This design comes from an exercise in tuning for small area on the open sky130 flow, not from production work. RTL that was checked went through simulation tests only; none was proved equivalent to the original. The RTL of runs 1 and 2 was laid out without a check of its function. Power figures rest on the tool's default switching activity, not on a simulated workload.

==> design/flow/design.v <==
package bf_word_pkg;
   localparam int BUCKET_BITS = 4;
   localparam int NUM_BUCKETS = 12;
   localparam int EPOCH_BITS  = 8;
   localparam int TAG_BITS    = 16;
   localparam int ADDR_BITS   = 19;
   localparam int VEC_BITS   = NUM_BUCKETS * BUCKET_BITS;
   localparam int WORD_BITS  = VEC_BITS + EPOCH_BITS + TAG_BITS;   
   localparam int EPOCH_LSB  = TAG_BITS;
   localparam int BUCKET_LSB = TAG_BITS + EPOCH_BITS;
   typedef logic [BUCKET_BITS-1:0] bucket_t;
   typedef logic [VEC_BITS-1:0]    bucket_vec_t;    
   typedef logic [EPOCH_BITS-1:0]  epoch_t;
   typedef logic [TAG_BITS-1:0]    tag_t;
   typedef logic [ADDR_BITS-1:0]   sram_addr_t;
   typedef logic [WORD_BITS-1:0]   sram_word_t;
endpackage
package bf_ctrl_pkg;
   typedef logic req_kind_t;
   localparam logic KIND_INSERT = 1'b1;
   typedef enum logic [1:0] {
      SCRUB_RD,
      SCRUB_WR,
      REQ_RD,
      REQ_WR
   } engine_state_e;
endpackage
`timescale 1ns/100ps
module epoch_timer (
   input  logic                clk,
   input  logic                rst,
   output bf_word_pkg::epoch_t epoch
);
   localparam logic [10:0] START = 11'h001;
   localparam logic [10:0] LAST  = 11'h6ea;
   logic [10:0] lfsr;
   logic        last;
   assign last = (lfsr == LAST);
   always_ff @(posedge clk) begin
      if (rst || last)
         lfsr <= START;
      else
         lfsr <= {lfsr[9:0], lfsr[10] ^ lfsr[8]};
   end
   always_ff @(posedge clk) begin
      if (rst)
         epoch <= '0;
      else if (last)
         epoch <= epoch + 1'b1;
   end
endmodule
`timescale 1ns/100ps
module small_fifo #(
   parameter int WIDTH = 39
) (
   input  logic             clk,
   input  logic             rst,
   input  logic [WIDTH-1:0] din,
   input  logic             wr_en,
   input  logic             rd_en,
   input  logic             head_adv,
   output logic [WIDTH-1:0] dout,
   output logic             empty,
   output logic             ready
);
   logic [WIDTH-1:0] mem [7];
   logic [2:0]       wr_ptr;
   logic [2:0]       rd_ptr;
   logic [2:0]       count;
   logic             do_wr;
   assign ready = (count != 3'd7);
   assign empty = (count == 3'd0);
   assign do_wr = wr_en && ready;
   assign dout  = mem[rd_ptr];
   always_ff @(posedge clk) begin
      if (do_wr)
         mem[wr_ptr] <= din;
   end
   always_ff @(posedge clk) begin
      if (rst) begin
         wr_ptr <= '0;
         rd_ptr <= '0;
         count  <= '0;
      end else begin
         if (do_wr)
            wr_ptr <= (wr_ptr == 3'd6) ? 3'd0 : wr_ptr + 1'b1;
         if (head_adv)
            rd_ptr <= (rd_ptr == 3'd6) ? 3'd0 : rd_ptr + 1'b1;
         case ({do_wr, rd_en})
            2'b10:   count <= count + 1'b1;
            2'b01:   count <= count - 1'b1;
            default: count <= count;
         endcase
      end
   end
endmodule
`timescale 1ns/100ps
module bucket_update (
   input  logic [47:0] vec,
   input  logic [7:0]  stamp,
   input  logic [7:0]  epoch,
   input  logic        do_op,
   input  logic        kind,
   output logic [47:0] result
);
   logic [7:0]  age;
   logic [3:0]  p [12];
   logic [3:0]  m [12];
   logic [3:0]  r [12];
   logic [11:0] nz, en;
   logic        clr, c0, c4, c8;
   logic [3:0]  f;
   logic        rm, ins;
   assign rm  = do_op && !kind;
   assign ins = do_op && kind;
   assign age = epoch - stamp;
   assign clr = (age[7:4] != 4'd0) || (age[3:2] == 2'b11);
   assign c0  = !clr && age[3:2] == 2'b00;
   assign c4  = !clr && age[2];
   assign c8  = !clr && age[3];
   assign f   = 4'b0001 << age[1:0];
   always_comb begin
      for (int i = 0; i < 12; i++) nz[i] = vec[i*4 +: 4] != 4'd0;
      for (int i = 0; i < 12; i++) begin
         en[i] = rm && nz[i];
         for (int k = i + 1; k < 12; k++) en[i] = en[i] && !nz[k];
         p[i] = vec[i*4 +: 4] - {3'd0, en[i]};
      end
      for (int j = 0; j < 12; j++) begin
         m[j] = c0 ? p[j] : 4'd0;
         if (j + 4 < 12) m[j] = m[j] | (c4 ? p[j+4] : 4'd0);
         if (j + 8 < 12) m[j] = m[j] | (c8 ? p[j+8] : 4'd0);
      end
      for (int j = 0; j < 12; j++) begin
         r[j] = f[0] ? m[j] : 4'd0;
         if (j + 1 < 12) r[j] = r[j] | (f[1] ? m[j+1] : 4'd0);
         if (j + 2 < 12) r[j] = r[j] | (f[2] ? m[j+2] : 4'd0);
         if (j + 3 < 12) r[j] = r[j] | (f[3] ? m[j+3] : 4'd0);
      end
      if (ins)
         r[11] = (age != 8'd0) ? 4'd1 : (vec[47:44] == 4'hf) ? 4'hf : vec[47:44] + 1'b1;
      for (int j = 0; j < 12; j++) result[j*4 +: 4] = r[j];
   end
endmodule
`timescale 1ns/100ps
module bf_engine (
   input  logic        clk,
   input  logic        rst,
   input  logic        req_empty,
   input  logic        data_avail,
   output logic        take,
   output logic        do_op,
   output logic        req_pop,
   output logic        head_adv,
   output logic        hsel,
   output logic        sram_rd_req,
   output logic        sram_wr_req,
   output logic        rd_is_req,
   output logic        wr_is_req,
   output logic [9:0]  rp,
   output logic [9:0]  wp
);
   localparam logic [1:0] SCRUB_RD = 2'd0;
   localparam logic [1:0] SCRUB_WR = 2'd1;
   localparam logic [1:0] REQ_RD   = 2'd2;
   localparam logic [1:0] REQ_WR   = 2'd3;
   logic [1:0] state;
   logic [2:0] cnt;
   assign do_op     = (state == REQ_WR);
   assign take      = state[0] && data_avail;
   assign req_pop   = do_op && data_avail && hsel;
   assign rd_is_req = do_op;    
   assign head_adv  = sram_wr_req && wr_is_req && hsel;
   always_ff @(posedge clk)
      wr_is_req <= do_op;
   always_ff @(posedge clk) begin
      if (rst) begin
         state       <= SCRUB_RD;
         cnt         <= '0;
         hsel        <= 1'b0;
         sram_rd_req <= 1'b0;
         sram_wr_req <= 1'b0;
         rp          <= '0;
         wp          <= '0;
      end else begin
         sram_rd_req <= !state[0];
         sram_wr_req <= take;
         if (sram_rd_req && !rd_is_req)
            rp <= rp + 1'b1;
         if (sram_wr_req && !wr_is_req)
            wp <= wp + 1'b1;
         if (sram_wr_req && wr_is_req)
            hsel <= !hsel;
         case (state)
            SCRUB_RD: begin
               if (cnt == 3'd5) begin
                  cnt   <= '0;
                  state <= SCRUB_WR;
               end else begin
                  cnt <= cnt + 1'b1;
               end
            end
            SCRUB_WR: begin
               if (take) begin
                  if (cnt == 3'd5) begin
                     cnt   <= '0;
                     state <= req_empty ? SCRUB_RD : REQ_RD;
                  end else begin
                     cnt <= cnt + 1'b1;
                  end
               end
            end
            REQ_RD: state <= REQ_WR;
            default: begin
               if (take)
                  state <= hsel ? SCRUB_RD : REQ_RD;
            end
         endcase
      end
   end
endmodule
`timescale 1ns/100ps
module bf_top #(
   parameter int TABLE_DEPTH  = 1024,
   parameter int EPOCH_CYCLES = 2032,
   parameter int SCRUB_BATCH  = 6
) (
   input  logic                    clk,
   input  logic                    rst,
   input  logic                    req_valid,
   input  bf_ctrl_pkg::req_kind_t  req_kind,
   input  bf_word_pkg::sram_addr_t req_hash0,
   input  bf_word_pkg::sram_addr_t req_hash1,
   output logic                    req_ready,
   output logic                    sram_rd_req,
   output bf_word_pkg::sram_addr_t sram_rd_addr,
   input  bf_word_pkg::sram_word_t sram_rd_data,
   input  logic                    sram_rd_vld,
   output logic                    sram_wr_req,
   output bf_word_pkg::sram_addr_t sram_wr_addr,
   output bf_word_pkg::sram_word_t sram_wr_data
);
   logic [7:0]  epoch;
   logic [7:0]  epoch_q;      
   logic        req_empty;
   logic        req_pop;
   logic        head_adv;
   logic [38:0] head;
   logic        hsel;
   logic [18:0] req_addr;
   logic        take, do_op, rd_is_req, wr_is_req;
   logic [9:0]  rp, wp;
   logic [55:0] dl [1:4];
   logic [4:1]  pend;
   logic [4:1]  sel;
   logic [55:0] word;
   logic [47:0] result;
   logic [47:0] wr_vec;
   epoch_timer u_timer (
      .clk   (clk),
      .rst   (rst),
      .epoch (epoch)
   );
   small_fifo #(.WIDTH(39)) req_queue (
      .clk      (clk),
      .rst      (rst),
      .din      ({req_kind, req_hash1, req_hash0}),
      .wr_en    (req_valid),
      .rd_en    (req_pop),
      .head_adv (head_adv),
      .dout     (head),
      .empty    (req_empty),
      .ready    (req_ready)
   );
   bf_engine u_engine (
      .clk         (clk),
      .rst         (rst),
      .req_empty   (req_empty),
      .data_avail  (pend != 4'd0),
      .take        (take),
      .do_op       (do_op),
      .req_pop     (req_pop),
      .head_adv    (head_adv),
      .hsel        (hsel),
      .sram_rd_req (sram_rd_req),
      .sram_wr_req (sram_wr_req),
      .rd_is_req   (rd_is_req),
      .wr_is_req   (wr_is_req),
      .rp          (rp),
      .wp          (wp)
   );
   assign sel[4] = pend[4];
   assign sel[3] = pend[3] && !pend[4];
   assign sel[2] = pend[2] && pend[4:3] == 2'd0;
   assign sel[1] = pend[4:2] == 3'd0;
   assign word   = sel[4] ? dl[4] : sel[3] ? dl[3] : sel[2] ? dl[2] : dl[1];
   always_ff @(posedge clk) begin
      dl[1] <= sram_rd_data[71:16];
      dl[2] <= dl[1];
      dl[3] <= dl[2];
      dl[4] <= dl[3];
   end
   always_ff @(posedge clk) begin
      if (rst) begin
         pend <= '0;
      end else begin
         pend[1] <= sram_rd_vld;
         pend[2] <= pend[1] && !(take && sel[1]);
         pend[3] <= pend[2] && !(take && sel[2]);
         pend[4] <= pend[3] && !(take && sel[3]);
      end
   end
   bucket_update u_update (
      .vec    (word[55:8]),
      .stamp  (word[7:0]),
      .epoch  (epoch),
      .do_op  (do_op),
      .kind   (head[38]),
      .result (result)
   );
   always_ff @(posedge clk) begin
      wr_vec  <= result;
      epoch_q <= epoch;
   end
   assign req_addr     = hsel ? head[37:19] : head[18:0];
   assign sram_rd_addr = rd_is_req ? req_addr : {9'd0, rp};
   assign sram_wr_addr = wr_is_req ? req_addr : {9'd0, wp};
   assign sram_wr_data = {wr_vec, epoch_q, sram_wr_addr[15:0]};
endmodule
==> design/flow/run.sh <==
#!/bin/bash
# synth_recipe.tcl (not shown) runs the flow's synth.tcl, then flattens the netlist and writes it again
# the make line also repeats each setting of config.mk as NAME=value (left out here)
make -C /OpenROAD-flow-scripts/flow DESIGN_CONFIG=/design/flow/config.mk WORK_HOME=/design/flow/orfs CLKGATE_MAP_FILE= SYNTH_SCRIPT=/design/flow/synth_recipe.tcl finish
==> design/flow/config.mk <==
export PLATFORM = sky130hd
export DESIGN_NAME = bf_top
export DESIGN_NICKNAME = bf_top
export VERILOG_FILES = /design/flow/design.v
export SDC_FILE = /design/flow/constraint.sdc
export NUM_CORES = 4
export LEC_CHECK = 0
export CAP_MARGIN = 20
export CORE_MARGIN = 2
export CORE_UTILIZATION = 40
export CTS_BUF_LIST = sky130_fd_sc_hd__clkbuf_4
export SLEW_MARGIN = 20
==> design/flow/constraint.sdc <==
create_clock -name core_clock -period 10.0 [get_ports {clk}]
set_input_delay 2.0000 -clock core_clock [delete_from_list [all_inputs] [get_ports {clk}]]
set_output_delay 2.0000 -clock core_clock [all_outputs]
set_load 0.01 [all_outputs]
==> flow_metrics.tcl, run 1 <==
set metrics [dict create \
    cp_max_fo 51 \
    drc_errors 0 \
    fmax_mhz 153 \
    peakVddDrop_mv 0.102 \
    syn_area_sq_um 23800 \
    ys_warn_count 9 \
    gr-total-overflow 0 \
    cts_made_buffers 159 \
    cts_setup_buffers 0 \
    synth_edf_count 273 \
    ys_ff_latch 617 \
    fp.dieH_um 248 \
    holdBufCountCts 0 \
    finalCritPeriodShare 0.653 \
    pre_cts_ws_ps 4320 \
    timing.final.ws_setup_ps 3470 \
    io_pins 228 \
    critPathArrivalTime_ps 4530 \
    drtPass1Iterations 5 \
    grt_first_pass_wirelength_mm 88.4 \
    drtAntennaViolNets 0 \
    drive_above_1_share 0.191 \
    holdWs_ps 316 \
    antenna_found_initial 11 \
    die-area_sq_um 61500 \
    critPathRequiredTime_ps 8000 \
    start_util 0.404 \
    n_fill_cell 5206 \
    max_slew_margin 0.283 \
    hold_path.class "flop to flop" \
    skew_ps 50.7 \
    wl_per_cell_um 19.5 \
    r2r_slack_ps 4610 \
    cts-htree-levels 4 \
    status "timing/DRC/antenna clean" \
    syn_area_per_cell_sq_um 13.3 \
    min_to "dl[4][20]" \
    via_count 15417 \
    synth_top_area_cell "edfxtp_1" \
    ys_top_cells_by_area "edfxtp_1 (34%), dfxtp_1 (29%), mux4_2 (5.6%)" \
    maxCapViolCount 0 \
    place_congestion 0.931 \
    detail_route.iter0.violations 1059 \
    critPathKind "flop to output port" \
    clockBufferDepth 3 \
    synth_nets 1943 \
    clock_sinks 617 \
    synthArstFlopShare 0 \
    track_usage 0.190 \
    portBuffers 211 \
    yosys.area.top_type_share 0.344 \
    hold_depth 0 \
    worstSkewPairLatency_ps 960 \
    cts_resized 0 \
    ff2ff_path_depth 17 \
    ys_seq_area_frac 0.633 \
    final_cell_mix "dfxtp_1 (338), edfxtp_1 (273), clkbuf_4 (233)" \
    cts-root-buf "clkbuf_4" \
    rsz0062_at_grt "false" \
    core_sq_um 58900 \
    synth_cells 1789 \
    leakage_uw 0.0102 \
    synth-main-ff-cell "dfxtp_1" \
    hold_viol 0 \
    r2r_end "wr_vec[3]" \
    finalNetCount 2227 \
    tns_ps 0 \
    synthToLayoutAreaGrowth_pct 19.9 \
    drt-total-wl_mm 57.8 \
    clkTransAtPathRegs_ps 70 \
    finalSetupViolations 0 \
    dp_hpwl_mm 36.9 \
    post-route-util 0.485 \
    final.min_clock_period_ps 6530 \
    via_per_inst 5.21 \
    maxSlewViolCount 0 \
    grt_max_degree 61 \
    die_w_um 248 \
    yosysUniqueCellTypes 93 \
    start_kind "flop" \
    tightestPinTransition_ps 1080 \
    power.density_nw_per_um2 187 \
    hp-start "dl[3][20]" \
    layout_commonest_cell "dfxtp_1" \
    grt_pass1_vias 15474 \
    cts_tree "built" \
    rows 89 \
    endpoint_kind "output port" \
]
[sequential cells by signal, summed over array words and instances (netlist names), 4 cells and up, named ones only]
register	flops
epoch_q	8
wr_vec	48
u_engine.wp	10
req_queue.mem	273
u_engine.rp	10
u_timer.lfsr	11
u_timer.epoch	8
dl	224
pend	4
[synth_stat cells (all sizes together), types with 5 or more instances]
cell       n
dfxtp    344
edfxtp   273
nand2    131
nor2     121
o21ai     77
a21oi     68
buf       68
mux2i     66
mux4      59
clkbuf    47
a22oi     38
ha        37
mux2      35
xor2      34
and2      32
nand3     30
nor3      26
xnor2     23
nor2b     20
a221oi    19
inv       19
nand2b    19
a22o      18
o211ai    14
or3       14
a211oi    12
and3      12
nor3b     11
a2bb2oi    9
a31oi      9
nand3b     9
nand4      8
nor4       8
a2111oi    6
a211o      5
o21a       5
o221ai     5
[critical path: stages (launching register included)]
cell and delay, ps:
dfxtp_4 700, buf_4 870, mux4_2 600, mux4_2 540, mux2_2 330, clkdlybuf4s50_1 490
[where the power goes]
| group | total, uW | internal [uW] | switching (uW) | leakage (uW) |
|---|---|---|---|---|
| clock network | 2120 | 1160 | 964 | 0.00118 |
| registers | 2750 | 2710 | 37.6 | 0.00535 |
| logic | 469 | 187 | 282 | 0.00367 |
[worst max-delay path by stage]
stage	start	to	slack, ps	cells after the start
after global placement	flop	sram_wr_data[9]	4330	5
final	flop	sram_wr_addr[6]	3470	5
after detailed placement	flop	sram_wr_addr[6]	4320	5
after global routing	flop	sram_wr_addr[9]	3150	5
after CTS	flop	sram_wr_addr[6]	3220	5
after floorplan	req_valid	req_queue.mem[0][0]	3610	2
[metal layers]
metal,up-vias,share of wire,wire length [um],track usage
met1,7515,0.43,24600,0.234
li1,7292,-,-,-
met3,130,0.061,3540,0.0538
met4,14,0.025,1470,0.0814
met5,-,0.0015,86,0
met2,466,0.49,28200,0.314
[through the flow]
| stage | instance area [sq um] | power, uW | cells |
|---|---|---|---|
| global placement | 26500 | 3260 | 2685 |
| finish | 28500 | 5340 | 2959 |
| global route | 28500 | 5610 | 2959 |
| floorplan | 23800 | 3090 | 1789 |
| detailed placement | 26500 | 3270 | 2685 |
| CTS | 28500 | 5430 | 2952 |
[cell type report]
class	instances	area (sq um)	area share
clock inverters	34	245	0.00859
multi-input cells	1037	8080	0.283
diodes	7	17.5	0.000614
clock buffers	233	1750	0.0613
well taps	773	967	0.0339
inverters	20	75.1	0.00263
flip-flops and latches	617	15100	0.529
repair buffers	238	2310	0.0809
[logic make-up after synthesis]
family,count (synthesis),synth area share
AND/OR/NAND/NOR,461,0.100
AO/OA/AOI/OAI,320,0.0946
multiplexers,160,0.100
adder cells (fa/ha/maj),39,0.0211
buffers and inverters,135,0.0296
XOR/XNOR,57,0.0210
flip-flops,617,0.633
==> run 2, diff against run 1 <==
--- a/design/flow/config.mk
+++ b/design/flow/config.mk
@@ -7,6 +7,6 @@
 export LEC_CHECK = 0
 export CAP_MARGIN = 20
 export CORE_MARGIN = 2
-export CORE_UTILIZATION = 40
-export CTS_BUF_LIST = sky130_fd_sc_hd__clkbuf_4
+export CORE_UTILIZATION = 60
+export CTS_BUF_LIST = sky130_fd_sc_hd__clkbuf_2 sky130_fd_sc_hd__clkbuf_4
 export SLEW_MARGIN = 20
==> flow_metrics.tcl, run 2 <==
set metrics [dict create \
    status "timing/DRC/antenna clean" \
    seq_power_share 0.524 \
    antenna_found_initial 4 \
    clkPwrFrac 0.388 \
    maxCapViolCount 0 \
    ys_ff_latch 617 \
    io_pins 228 \
    finalNetCount 2221 \
    holdBufCountCts 0 \
    p_total_uw 5250 \
    drt-total-wl_mm 54.7 \
    timing.final.ws_setup_ps 3590 \
    critPathKind "flop to output port" \
    dp_hpwl_mm 35.2 \
    synth_cells 1789 \
    ys_seq_area_frac 0.633 \
    endpoint_kind "output port" \
    drtPass1Iterations 5 \
    clockBufferDepth 3 \
    tns_ps 0 \
    cts_made_buffers 152 \
    crit_path_cell_trace "buf_4 -> mux4_2 -> mux4_2 -> mux2_2 -> clkdlybuf4s50_1" \
    cts-root-buf "clkbuf_4" \
    layout_commonest_cell "dfxtp_1" \
    final.min_clock_period_ps 6410 \
    ys_top_cells_by_count "dfxtp_1 (344), edfxtp_1 (273), nand2_1 (131), nor2_1 (118), o21ai_0 (71)" \
    synth-xor-area-share 0.0210 \
    grt_max_degree 79 \
    top_layer_used "met5" \
    p_comb_frac 0.088 \
    synth_top_area_cell "edfxtp_1" \
    seqCellArea_sq_um 15100 \
    drc_errors 0 \
    largestRegisters "req_queue.mem: 273 flops, dl: 224 flops, wr_vec: 48 flops" \
    via_per_inst 5.70 \
    grt_first_pass_wirelength_mm 85.0 \
    final_cell_mix "dfxtp_1 (340), edfxtp_1 (273), clkbuf_4 (212)" \
    synthSimpleGateAreaFrac 0.100 \
    ys_warn_count 9 \
    synth_nets 1943 \
    grt_pass1_vias 15827 \
    syn_area_sq_um 23800 \
    gr-total-overflow 0 \
    path_common_cell "mux4_2" \
    synth-compound-area-share 0.0946 \
    rsz0062_at_grt "false" \
    power.internal_uw 4000 \
    cts-htree-levels 4 \
    cts_setup_buffers 0 \
    n_fill_cell 2703 \
    synthAdderAreaFrac 0.0211 \
    place_congestion 0.955 \
    skew_ps 40.8 \
    yosys.area.top_type_share 0.344 \
    fin_area_sq_um 28100 \
    tightestPinTransition_ps 1090 \
    core_sq_um 38900 \
    wl_met3_mm 3.19 \
    cts_resized 0 \
    peakVddDrop_mv 0.126 \
    wl_met2_mm 27.4 \
    multi_input_area_sq_um 8080 \
    clock_sinks 617 \
    hold_viol 0 \
    fp.dieH_um 203 \
    muxShareOfSynthArea 0.100 \
    switching_share 0.238 \
    wl_per_cell_um 20.4 \
    drtAntennaViolNets 0 \
    dpl_cell_area_sq_um 26200 \
    post-route-util 0.722 \
    critPathArrivalTime_ps 4410 \
    cts_tree "built" \
    ys_top_cells_by_area "edfxtp_1 (34%), dfxtp_1 (29%), mux4_2 (5.6%)" \
    synth_top_family_by_area "simple AND/OR/NAND/NOR gates" \
    yosysMostFrequentCell "dfxtp_1" \
    synth-main-ff-cell "dfxtp_1" \
    die-area_sq_um 41300 \
    power.density_nw_per_um2 187 \
    start_kind "flop" \
    cpMaxStageDelayCell "dfxtp_4" \
    via_count 15309 \
    largest_reg_flops 273 \
    hold_path.class "flop to flop" \
    clkTransAtPathRegs_ps 60 \
    regMostFlops "req_queue.mem" \
    fmax_mhz 156 \
    finalCritPeriodShare 0.641 \
    track_usage 0.270 \
    portBuffers 211 \
    start_util 0.612 \
    drive_above_1_share 0.183 \
    synthArstFlopShare 0 \
    maxSlewViolCount 0 \
    max_slew_margin 0.275 \
    synthToLayoutAreaGrowth_pct 18.0 \
    rows 72 \
    yosysUniqueCellTypes 93 \
    detail_route.iter0.violations 933 \
    critPathRequiredTime_ps 8000 \
    synth_edf_count 273 \
    wl_met1_mm 21.7 \
    worstSkewPairLatency_ps 820 \
    pre_cts_ws_ps 4350 \
    die_w_um 203 \
    syn_area_per_cell_sq_um 13.3 \
    cp_max_fo 47 \
    leakage_uw 0.0102 \
    p_sw_uw 1250 \
    finalSetupViolations 0 \
    slowest_delay_ps 940 \
]
## run 2: cells by family (layout without fill, tap and decap cells)
| group | Yosys count | count (layout) |
|---|---|---|
| flops | 617 | 617 |
| simple gates | 461 | 461 |
| compound gates | 320 | 320 |
| mux | 160 | 160 |
| buf+inv | 135 | 514 |
| xor+xnor | 57 | 57 |
| fa+ha+maj | 39 | 39 |
| other cells | 0 | 2 |
## run 2: per-layer routing
layer / vias up / GRT usage
li1: 7270 / -
met1: 7450 / 0.318
met2: 458 / 0.456
met3: 127 / 0.0698
met4: 4 / 0.145
met5: - / 0
## run 2: power groups by stage
stage	clock network (uW)	registers (uW)	logic (uW)
detailed placement	0	2810	459
finish	2040	2750	464
global placement	0	2800	454
global route	2230	2760	506
CTS	2090	2750	461
floorplan	0	2800	294
## run 2: stage by stage
stage | hold WS, ps | instances
after global routing | 334 | 2688
after detailed placement | 337 | 2431
final | 320 | 2688
after CTS | 337 | 2686
after floorplan | 322 | 1789
after global placement | 326 | 2431
## run 2: worst paths after layout
| kind | from | to | slack [ps] | cells after the start |
|---|---|---|---|---|
| worst max-delay path | flop | sram_wr_addr[8] | 3590 | 5 |
| worst min register to register | dl[2][50] | dl[3][50] | 320 | 0 |
| worst max register to register | pend[2] | wr_vec[7] | 4700 | 22 |
| worst min-delay path | dl[2][50] | dl[3][50] | 320 | 0 |
## run 2: critical path, delay by kind of cell, from the launching register on
| kind | cells | cell delay, ps |
|---|---|---|
| muxes | 3 | 1500 |
| DFF | 1 | 940 |
| buffers and inverters | 2 | 1130 |
## run 2: area by class of cell
class / count / share of cell area
Antenna cell: 2 / 0.000178
Clock buffer: 212 / 0.0566
Clock inverter: 43 / 0.0107
Inverter: 20 / 0.00267
Multi-Input combinational cell: 1037 / 0.287
Sequential cell: 617 / 0.537
Tap cell: 518 / 0.0231
Timing Repair Buffer: 239 / 0.0824
==> run 3, diff against run 2 <==
--- a/design/flow/design.v
+++ b/design/flow/design.v
@@ -26,27 +26,25 @@
    } engine_state_e;
 endpackage
 `timescale 1ns/100ps
-module epoch_timer (
+module epoch_timer #(
+   parameter int EPOCH_CYCLES = 2032
+) (
    input  logic                clk,
    input  logic                rst,
    output bf_word_pkg::epoch_t epoch
 );
-   localparam logic [10:0] START = 11'h001;
-   localparam logic [10:0] LAST  = 11'h6ea;
-   logic [10:0] lfsr;
-   logic        last;
-   assign last = (lfsr == LAST);
-   always_ff @(posedge clk) begin
-      if (rst || last)
-         lfsr <= START;
-      else
-         lfsr <= {lfsr[9:0], lfsr[10] ^ lfsr[8]};
-   end
+   localparam int CNT_BITS = $clog2(EPOCH_CYCLES + 1);
+   logic [CNT_BITS-1:0] cnt;
    always_ff @(posedge clk) begin
-      if (rst)
+      if (rst) begin
+         cnt   <= '0;
          epoch <= '0;
-      else if (last)
+      end else if (cnt == CNT_BITS'(EPOCH_CYCLES - 1)) begin
+         cnt   <= '0;
          epoch <= epoch + 1'b1;
+      end else begin
+         cnt <= cnt + 1'b1;
+      end
    end
 endmodule
 `timescale 1ns/100ps
@@ -104,42 +102,33 @@
    output logic [47:0] result
 );
    logic [7:0]  age;
-   logic [3:0]  p [12];
-   logic [3:0]  m [12];
-   logic [3:0]  r [12];
-   logic [11:0] nz, en;
-   logic        clr, c0, c4, c8;
-   logic [3:0]  f;
-   logic        rm, ins;
-   assign rm  = do_op && !kind;
-   assign ins = do_op && kind;
+   logic [47:0] pre;
+   logic [47:0] aged;
+   logic        clr;
    assign age = epoch - stamp;
    assign clr = (age[7:4] != 4'd0) || (age[3:2] == 2'b11);
-   assign c0  = !clr && age[3:2] == 2'b00;
-   assign c4  = !clr && age[2];
-   assign c8  = !clr && age[3];
-   assign f   = 4'b0001 << age[1:0];
    always_comb begin
-      for (int i = 0; i < 12; i++) nz[i] = vec[i*4 +: 4] != 4'd0;
-      for (int i = 0; i < 12; i++) begin
-         en[i] = rm && nz[i];
-         for (int k = i + 1; k < 12; k++) en[i] = en[i] && !nz[k];
-         p[i] = vec[i*4 +: 4] - {3'd0, en[i]};
-      end
-      for (int j = 0; j < 12; j++) begin
-         m[j] = c0 ? p[j] : 4'd0;
-         if (j + 4 < 12) m[j] = m[j] | (c4 ? p[j+4] : 4'd0);
-         if (j + 8 < 12) m[j] = m[j] | (c8 ? p[j+8] : 4'd0);
+      logic found;
+      found = 1'b0;
+      pre   = vec;
+      if (do_op && !kind) begin
+         for (int i = 11; i >= 0; i--) begin
+            if (!found && vec[i*4 +: 4] != 4'd0) begin
+               pre[i*4 +: 4] = vec[i*4 +: 4] - 1'b1;
+               found = 1'b1;
+            end
+         end
       end
-      for (int j = 0; j < 12; j++) begin
-         r[j] = f[0] ? m[j] : 4'd0;
-         if (j + 1 < 12) r[j] = r[j] | (f[1] ? m[j+1] : 4'd0);
-         if (j + 2 < 12) r[j] = r[j] | (f[2] ? m[j+2] : 4'd0);
-         if (j + 3 < 12) r[j] = r[j] | (f[3] ? m[j+3] : 4'd0);
+   end
+   assign aged = clr ? 48'd0 : (pre >> {age[3:0], 2'b00});
+   always_comb begin
+      result = aged;
+      if (do_op && kind) begin
+         if (age != 8'd0)
+            result[47:44] = 4'd1;
+         else if (vec[47:44] != 4'hf)
+            result[47:44] = vec[47:44] + 1'b1;
       end
-      if (ins)
-         r[11] = (age != 8'd0) ? 4'd1 : (vec[47:44] == 4'hf) ? 4'hf : vec[47:44] + 1'b1;
-      for (int j = 0; j < 12; j++) result[j*4 +: 4] = r[j];
    end
 endmodule
 `timescale 1ns/100ps
@@ -256,7 +245,7 @@
    logic [55:0] word;
    logic [47:0] result;
    logic [47:0] wr_vec;
-   epoch_timer u_timer (
+   epoch_timer #(.EPOCH_CYCLES(EPOCH_CYCLES)) u_timer (
       .clk   (clk),
       .rst   (rst),
       .epoch (epoch)
--- a/design/flow/config.mk
+++ b/design/flow/config.mk
@@ -7,6 +7,5 @@
 export LEC_CHECK = 0
 export CAP_MARGIN = 20
 export CORE_MARGIN = 2
-export CORE_UTILIZATION = 60
-export CTS_BUF_LIST = sky130_fd_sc_hd__clkbuf_2 sky130_fd_sc_hd__clkbuf_4
+export CORE_UTILIZATION = 40
 export SLEW_MARGIN = 20
==> flow_metrics.tcl, run 3 <==
set metrics [dict create \
    status "timing/DRC/antenna clean" \
    worstSkewPairLatency_ps 610 \
    max_slew_margin 0.296 \
    pre_cts_ws_ps 4350 \
    io_pins 228 \
    cts-root-buf "clkbuf_16" \
    leakage_uw 0.0105 \
    ys_top_cells_by_count "dfxtp_1 (344), edfxtp_1 (273), nand2_1 (151), nor2_1 (142), mux2i_1 (91)" \
    hold_path.class "flop to flop" \
    tightestPinTransition_ps 1060 \
    finalNetCount 2265 \
    place_congestion 0.915 \
    maxSlewViolCount 0 \
    drt-total-wl_mm 62.8 \
    ys_ff_latch 617 \
    antenna_cells 0 \
    endpoint_kind "output port" \
    yosysMostFrequentCell "dfxtp_1" \
    grt_max_degree 99 \
    track_usage 0.198 \
    peakVddDrop_mv 0.155 \
    power.density_nw_per_um2 196 \
    maxCapViolCount 0 \
    finalSetupViolations 0 \
    rsz0062_at_grt "false" \
    gr-total-overflow 0 \
    n_fill_cell 5256 \
    clock_sinks 617 \
    cts_tree "built" \
    drtAntennaViolNets 0 \
    syn_area_per_cell_sq_um 12.8 \
    drc_errors 0 \
    layout_commonest_cell "dfxtp_1" \
    detail_route.iter0.violations 927 \
    r2r_slack_ps 4490 \
    cp_max_fo 45 \
    via_per_inst 5.35 \
    crit_buf_inv 2 \
    critPathRequiredTime_ps 8000 \
    core_sq_um 60500 \
    die_w_um 252 \
    path_delay_family "multiplexers" \
    finalCritPeriodShare 0.619 \
    drtPass1Iterations 5 \
    rows 90 \
    antenna_found_initial 7 \
    synthToLayoutAreaGrowth_pct 21.0 \
    grt_pass1_vias 16049 \
    cts_resized 0 \
    slowest_delay_ps 790 \
    synth_cells 1924 \
    critPathKind "flop to output port" \
    tns_ps 0 \
    syn_area_sq_um 24500 \
    fp.dieH_um 252 \
    yosysUniqueCellTypes 80 \
    clkPwrFrac 0.436 \
    p_sw_uw 1390 \
    cts_setup_buffers 0 \
    wl_per_cell_um 21.3 \
    drive_above_1_share 0.136 \
    final_cell_mix "dfxtp_1 (338), edfxtp_1 (273), clkdlybuf4s50_1 (210)" \
    via_count 15802 \
    largestRegisters "req_queue.mem: 273 flops, dl: 224 flops, wr_vec: 48 flops" \
    ys_top_cells_by_area "edfxtp_1 (33%), dfxtp_1 (28%), mux4_2 (6.0%)" \
    yosys.area.top_type_share 0.334 \
    path_common_cell "mux4_2" \
    synthArstFlopShare 0 \
    synth-main-ff-cell "dfxtp_1" \
    clockBufferDepth 3 \
    cts-htree-levels 3 \
    ys_warn_count 6 \
    start_util 0.406 \
    power.internal_uw 4440 \
    synth_top_area_cell "edfxtp_1" \
    clkTransAtPathRegs_ps 60 \
    cts_made_buffers 67 \
    critPathArrivalTime_ps 4190 \
    skew_ps 38.6 \
    hold_viol 0 \
    seq_power_share 0.472 \
    start_kind "flop" \
    cpMaxStageDelayCell "buf_4" \
    die-area_sq_um 63300 \
    crit_path_cell_trace "buf_4 -> mux4_2 -> mux4_2 -> mux2_2 -> clkdlybuf4s50_1" \
    grt_first_pass_wirelength_mm 96.3 \
    holdBufCountCts 0 \
    fmax_mhz 162 \
    p_comb_frac 0.092 \
    synth_edf_count 273 \
    regMostFlops "req_queue.mem" \
    switching_share 0.238 \
    largest_reg_flops 273 \
    final.min_clock_period_ps 6190 \
    ys_seq_area_frac 0.615 \
    synth_nets 2071 \
    dp_hpwl_mm 42.6 \
    timing.final.ws_setup_ps 3810 \
    portBuffers 211 \
]
run 3: cell count changes after synthesis, moves of 15 or more:
| cell | previous run | this run |
|---|---|---|
| a22oi_1 | 37 | 12 |
| a2bb2oi_1 | 8 | 23 |
| a21oi_1 | 68 | 87 |
| clkbuf_1 | 47 | 66 |
| nand2_1 | 131 | 151 |
| mux2i_1 | 66 | 91 |
| nor2_1 | 118 | 142 |
| or3b_2 | 2 | 18 |
run 3: power by group through the flow:
| stage | Combinational (uW) | Clock [uW] | Sequential (uW) |
|---|---|---|---|
| after global placement | 526 | 0 | 2800 |
| after detailed placement | 530 | 0 | 2810 |
| after CTS | 532 | 2610 | 2750 |
| final | 534 | 2540 | 2750 |
| after floorplan | 323 | 0 | 2800 |
| after global routing | 574 | 2710 | 2760 |
run 3: cell type report:
type	instances	area [sq um]	share of cell area
Clock inverter	30	434	0.0146
Sequential cell	617	15100	0.508
Timing Repair Buffer	241	2330	0.0786
Clock buffer	92	1910	0.0643
Inverter	31	116	0.00392
Multi-Input combinational cell	1160	8820	0.297
Tap cell	782	978	0.0330
run 3: per-stage QoR:
stage	cells	hold slack [ps]	total power, uW	cell area, sq um	util
floorplan	1924	323	3120	24500	-
detailed placement	2831	336	3340	27300	0.452
finish	2953	341	5830	29700	0.491
global placement	2831	332	3330	27300	0.452
CTS	2953	336	5890	29700	0.491
global route	2953	347	6040	29700	0.491
run 3: layer usage:
| layer | GRT usage | up-vias | part of all wire |
|---|---|---|---|
| met3 | 0.0448 | 110 | 0.052 |
| met2 | 0.346 | 359 | 0.50 |
| met1 | 0.242 | 7818 | 0.41 |
| li1 | - | 7501 | - |
| met4 | 0.0679 | 14 | 0.031 |
| met5 | 0 | - | 0.0013 |
run 3: worst paths after layout:
kind / startpoint / endpoint / cells past startpoint
setup / recovery: flop / sram_wr_addr[8] / 5
hold / removal: dl[1][42] / dl[2][42] / 0
setup reg to reg: pend[3] / wr_vec[7] / 13
hold reg to reg: dl[1][42] / dl[2][42] / 0
run 3: logic make-up (layout without fill, tap and decap cells):
| kind of cell | count (synthesis) | count (layout) | synth area share |
|---|---|---|---|
| fa+ha+maj | 32 | 32 | 0.0169 |
| buf+inv | 147 | 394 | 0.0276 |
| xor+xnor | 78 | 78 | 0.0278 |
| compound gates | 331 | 331 | 0.0889 |
| mux | 185 | 185 | 0.110 |
| simple gates | 534 | 534 | 0.114 |
| flops | 617 | 617 | 0.615 |

-- re-timing with driven ports --
Ports are ideal in the flow. The routed layouts listed here were re-timed in OpenROAD. Step 1, drivers: a clkbuf_16 drives clk and a buf_2 each remaining input, both assumed. Step 2 adds t to the input delays and takes it off the output delays; t is the mean of the earliest and latest rising clock arrival at the registers after step 1. Input paths then give back, and output paths get back, about the clock's delay inside the block. Slacks: ideal ports / drivers / drivers and shift; pairs: ideal ports / drivers.
run | t, ns | setup slack, ns | worst setup path at the end | latest minus earliest clock arrival (ns) | pins driven straight from the clock port
run 1 | 0.990 | 3.475 / 3.419 / 4.410 | register to output | 0.052 / 0.053 | 1
run 2 | 0.851 | 3.593 / 3.538 / 4.389 | register to output | 0.049 / 0.049 | 1
run 3 | 0.659 | 3.813 / 3.752 / 4.412 | register to output | 0.051 / 0.051 | 1
After both steps every run listed still meets setup and hold.
